Source: an optimization exercise on an open RTL-to-GDS flow (aim: small area, a short achievable clock period and few clock cycles per item). Production flows keep margins and buffers that such runs may drop. Where RTL was checked, it was by simulation tests only, not by an equivalence proof against the original. Power and IR drop assume default switching activity.

==> v21 <==
// math_core_alu
module math_core_alu #(
    parameter int DW = 32,
    parameter int CW = 32
) (
    input  logic          clk,
    input  logic          rst,
    input  logic [0:1]    mode,
    input  logic          in_valid,
    output logic          in_ready,
    input  logic [0:DW-1] ain,
    input  logic [0:DW-1] bin,
    output logic          out_valid,
    input  logic          out_ready,
    output logic [0:DW-1] result,
    output logic          ovf,
    output logic [0:CW-1] statistic,
    input  logic          stat_ld,
    input  logic [0:CW-1] stat_din,
    input  logic          flush,
    output logic          busy
);
==> flow/config.mk <==
export PLATFORM = sky130hd
export DESIGN_NAME = math_core_alu
export DESIGN_NICKNAME = math_core_alu
export VERILOG_FILES = /design/flow/design.v
export SDC_FILE = /design/flow/constraint.sdc
export NUM_CORES = 4
export LEC_CHECK = 0
export ABC_AREA = 1
export CAP_MARGIN = 20
export CORE_MARGIN = 2
export CORE_UTILIZATION = 40
export SLEW_MARGIN = 20
==> flow/constraint.sdc <==
create_clock -name core_clock -period 10.0 [get_ports {clk}]
set_input_delay 2.0000 -clock core_clock [delete_from_list [all_inputs] [get_ports {clk}]]
set_output_delay 2.0000 -clock core_clock [all_outputs]
set_load 0.01 [all_outputs]
standard.sh (not shown) runs the stock make flow with config.mk's settings and CLKGATE_MAP_FILE= SYNTH_SCRIPT=/design/flow/synth_recipe.tcl, a recipe that flattens the netlist after the stock synthesis.
==> flow/flow/run.sh <==
#!/bin/bash
# The standard layout, with plain buf_1 port buffers and a tighter setup target
# for timing repair; the log of the whole make run goes to standard.log.
bash standard.sh BUFFER_PORTS_ARGS="-buffer_cell sky130_fd_sc_hd__buf_1" SETUP_SLACK_MARGIN=5.6 finish > standard.log 2>&1
==> v33 (differences from v21) <==
--- a/flow/design.v
+++ b/flow/design.v
@@ -17,17 +17,20 @@
     input  logic          stat_ld,
     input  logic [0:CW-1] stat_din,
     input  logic          flush,
     output logic          busy
 );
     logic [31:0]   a1;
     logic [31:0]   b1;
+    logic [16:0]   bone_1;
+    logic [15:0]   btwo_1;
+    logic [15:0]   bneg_1;
     logic [1:0]    m1;
     logic          v1;
-    localparam int K = 16;
+    localparam int K = 20;
     logic [31:K]   s2;
     logic [31:K]   c2;
     logic [K-1:0]  lo2;
     logic          ck2;
     logic          k1_2;
     logic          k2_2;
     logic          mulp2;
@@ -37,22 +40,36 @@
     logic          take2;
     logic          en1;
     logic          hs;
     assign take2    = !v2 || out_ready;
     assign en1      = !v1 || take2;
     assign in_ready = !flush && en1;
     assign hs       = v2 && out_ready && !flush;
+    logic [31:0] bin_v;
     logic [34:0] bx;
-    logic [16:0] bone, btwo, bneg;
-    assign bx = {2'b00, b1, 1'b0};
+    logic [16:0] bone_in, btwo_in;
+    assign bin_v = bin;
+    assign bx    = {2'b00, bin_v, 1'b0};
     always_comb begin
         for (int i = 0; i < 17; i++) begin
-            bone[i] = bx[2*i+1] ^ bx[2*i];
-            btwo[i] = (bx[2*i+2] & ~bx[2*i+1] & ~bx[2*i]) | (~bx[2*i+2] & bx[2*i+1] & bx[2*i]);
-            bneg[i] = bx[2*i+2];
+            bone_in[i] = bx[2*i+1] ^ bx[2*i];
+            btwo_in[i] = (bx[2*i+2] & ~bx[2*i+1] & ~bx[2*i]) | (~bx[2*i+2] & bx[2*i+1] & bx[2*i]);
+        end
+    end
+    logic [16:0] bone, btwo, bneg;
+    assign bone[16] = bone_1[16];
+    assign btwo[16] = 1'b0;
+    assign bneg[16] = 1'b0;
+    assign bone[15:0] = bone_1[15:0];
+    assign btwo[15:0] = btwo_1;
+    assign bneg[15:0] = bneg_1;
+    always_comb begin
+        for (int i = 0; i < 16; i++) begin
+            b1[2*i+1] = bneg_1[i];
+            b1[2*i]   = bone_1[i] ^ ((i == 0) ? 1'b0 : bneg_1[i-1]);
         end
     end
     logic [31:0] mul_s, mul_c;
     logic        mul_p32;            
     logic [2-1:0] mul_l32;        
     wire pp0_0, pp0_1, pp0_2, pp0_3, pp0_4, pp0_5, pp0_6, pp0_7, pp0_8, pp0_9, pp0_10, pp0_11, pp0_12, pp0_13, pp0_14, pp0_15, pp0_16, pp0_17, pp0_18, pp0_19, pp0_20, pp0_21, pp0_22, pp0_23, pp0_24, pp0_25, pp0_26, pp0_27, pp0_28, pp0_29, pp0_30, pp0_31, pp0_32, pp1_0, pp1_1, pp1_2, pp1_3, pp1_4, pp1_5, pp1_6, pp1_7, pp1_8, pp1_9, pp1_10, pp1_11, pp1_12, pp1_13, pp1_14, pp1_15, pp1_16, pp1_17, pp1_18, pp1_19, pp1_20, pp1_21, pp1_22, pp1_23, pp1_24, pp1_25, pp1_26, pp1_27, pp1_28, pp1_29, pp1_30, pp2_0, pp2_1, pp2_2, pp2_3, pp2_4, pp2_5, pp2_6, pp2_7, pp2_8, pp2_9, pp2_10, pp2_11, pp2_12, pp2_13, pp2_14, pp2_15, pp2_16, pp2_17, pp2_18, pp2_19, pp2_20, pp2_21, pp2_22, pp2_23, pp2_24, pp2_25, pp2_26, pp2_27, pp2_28, pp3_0, pp3_1, pp3_2, pp3_3, pp3_4, pp3_5, pp3_6, pp3_7, pp3_8, pp3_9, pp3_10, pp3_11, pp3_12, pp3_13, pp3_14, pp3_15, pp3_16, pp3_17, pp3_18, pp3_19, pp3_20, pp3_21, pp3_22, pp3_23, pp3_24, pp3_25, pp3_26, pp4_0, pp4_1, pp4_2, pp4_3, pp4_4, pp4_5, pp4_6, pp4_7, pp4_8, pp4_9, pp4_10, pp4_11, pp4_12, pp4_13, pp4_14, pp4_15, pp4_16, pp4_17, pp4_18, pp4_19, pp4_20, pp4_21, pp4_22, pp4_23, pp4_24, pp5_0, pp5_1, pp5_2, pp5_3, pp5_4, pp5_5, pp5_6, pp5_7, pp5_8, pp5_9, pp5_10, pp5_11, pp5_12, pp5_13, pp5_14, pp5_15, pp5_16, pp5_17, pp5_18, pp5_19, pp5_20, pp5_21, pp5_22, pp6_0, pp6_1, pp6_2, pp6_3, pp6_4, pp6_5, pp6_6, pp6_7, pp6_8, pp6_9, pp6_10, pp6_11, pp6_12, pp6_13, pp6_14, pp6_15, pp6_16, pp6_17, pp6_18, pp6_19, pp6_20, pp7_0, pp7_1, pp7_2, pp7_3, pp7_4, pp7_5, pp7_6, pp7_7, pp7_8, pp7_9, pp7_10, pp7_11, pp7_12, pp7_13, pp7_14, pp7_15, pp7_16, pp7_17, pp7_18, pp8_0, pp8_1, pp8_2, pp8_3, pp8_4, pp8_5, pp8_6, pp8_7, pp8_8, pp8_9, pp8_10, pp8_11, pp8_12, pp8_13, pp8_14, pp8_15, pp8_16, pp9_0, pp9_1, pp9_2, pp9_3, pp9_4, pp9_5, pp9_6, pp9_7, pp9_8, pp9_9, pp9_10, pp9_11, pp9_12, pp9_13, pp9_14, pp10_0, pp10_1, pp10_2, pp10_3, pp10_4, pp10_5, pp10_6, pp10_7, pp10_8, pp10_9, pp10_10, pp10_11, pp10_12, pp11_0, pp11_1, pp11_2, pp11_3, pp11_4, pp11_5, pp11_6, pp11_7, pp11_8, pp11_9, pp11_10, pp12_0, pp12_1, pp12_2, pp12_3, pp12_4, pp12_5, pp12_6, pp12_7, pp12_8, pp13_0, pp13_1, pp13_2, pp13_3, pp13_4, pp13_5, pp13_6, pp14_0, pp14_1, pp14_2, pp14_3, pp14_4, pp15_0, pp15_1, pp15_2, pp16_0;
     assign pp0_0 = bneg[0] ^ ((bone[0] & a1[0]) | (btwo[0] & 1'b0));
@@ -902,15 +919,18 @@
             if (stat_ld)    r_stat <= stat_din;
             else if (hs && !(&r_stat)) r_stat <= r_stat + 1'b1;
         end
     end
     always_ff @(posedge clk) begin
         if (en1) begin
             a1 <= ain;
-            b1 <= bin;
+            bone_1 <= bone_in;
+            btwo_1 <= btwo_in[15:0];
+            bneg_1 <= {bin_v[31], bin_v[29], bin_v[27], bin_v[25], bin_v[23], bin_v[21], bin_v[19], bin_v[17],
+                       bin_v[15], bin_v[13], bin_v[11], bin_v[9], bin_v[7], bin_v[5], bin_v[3], bin_v[1]};
             m1 <= mode;
         end
     end
     always_ff @(posedge clk) begin
         if (take2) begin
             s2   <= s_n[31:K];
             c2   <= c_n[31:K];
CORE_UTILIZATION = 60   (was 40)
==> notes <==
- Between v21 and v33, the lower register-to-register slack is in v33 (gap 80 ps).
- In v33 the utilization is higher than in v21, by 25 points.
- Against v33, the global-route usage of v21 is lower by 13 points.
- Of v21 and v33, v33 has the higher clock power (gap 6.2%, measured against v33).
- Of v33 and v21, v33 has the higher via count (gap about 2.2%, measured against v21).
- Between v33 and v21, the lower critical path depth is in v21 (gap 2).
- In v21 the hold slack is lower than in v33, by 20 ps.
- Of v33 and v21, v21 has the higher routed wire length (gap about 1.7%, measured against v21).
- Combinational power: v33 is larger than v21 (7.9%).
- Against v33, the synthesized cell count of v21 is smaller by 1.7%.
==> figures <==
| quantity | v33 | v21 |
|---|---|---|
| Fin worst setup slack | 4930 ps | 5010 ps |
| Met2 wire length | 36.0 mm | 37.4 mm |
| Part of the power in the clock network | 9.5% | 9.6% |
| Vias per inst | 6.33 | 5.86 |
| End of the worst hold path | r_stat[30]$_DFFE_PN0P_ | r_stat[0]$_DFFE_PN0P_ |
| Worst Max-Slew Pin Slew | 1000 ps | 953 ps |
| Run status | complete, no violations | complete, no violations |
| Multi-input gate area in the final layout | 0.0156 mm^2 | 0.0158 mm^2 |
| Source-to-sink clock delay at the later pin of the worst-skew pair | 480 ps | 510 ps |
| Vias in the first global route | 20500 | 20900 |
| Synthesized area per cell | 8.39 um^2 | 8.36 um^2 |
| Switching fraction of total power | 49.3% | 48.4% |
| Register area | 0.00481 mm^2 | 0.00445 mm^2 |
| Non-Filler Cell Area, Final | 0.0267 mm^2 | 0.0268 mm^2 |
| Cell count after placement | 3040 | 3225 |
| Number of synthesized flops with an enable pin | 132 | 120 |
| Count of cell instances traversed by the critical path | 23 | 21 |
| Post-route fraction of the period consumed by the critical path | 50.7% | 49.9% |
| Register bit count reported by yosys | 166 | 154 |
| Most common cell in the netlist | sky130_fd_sc_hd__inv_1 | sky130_fd_sc_hd__nand2_1 |
| Gate Count Post-Synth | 2533 | 2490 |
| Global Route Usage Sum | 44.8% | 31.5% |
Testbench counts of v33, summed over its fixed seeds: cycles 16,016, items 16,000.
Function not checked in v21: the RTL went through the layout flow alone.

what the ideal ports hide:
The flow's constraints put no driver on any port. The routed layouts listed below were extracted and timed again, unchanged, in two steps. Step 1 (the two cells are an assumption about what drives the block):
set clk [get_ports {clk}]
set_driving_cell -lib_cell sky130_fd_sc_hd__clkbuf_16 $clk
set_driving_cell -lib_cell sky130_fd_sc_hd__buf_2 [delete_from_list [all_inputs] $clk]
Step 2 also shifts input and output timing later by t, the mid clock arrival at the registers, as if the neighbouring blocks saw the same clock. Slacks: ideal / step 1 / step 2; pairs: ideal / step 1.
| run | t (ns) | setup slack, ns | hold WS [ns] | worst setup path at the end |
|---|---|---|---|---|
| v21 | 0.553 | 5.007 / 5.007 / 5.007 | 0.557 / 0.557 / 0.557 | register to register |
| v33 | 0.524 | 4.925 / 4.925 / 4.925 | 0.577 / 0.577 / 0.577 | register to register |
After both steps setup and hold are still met in every run listed.
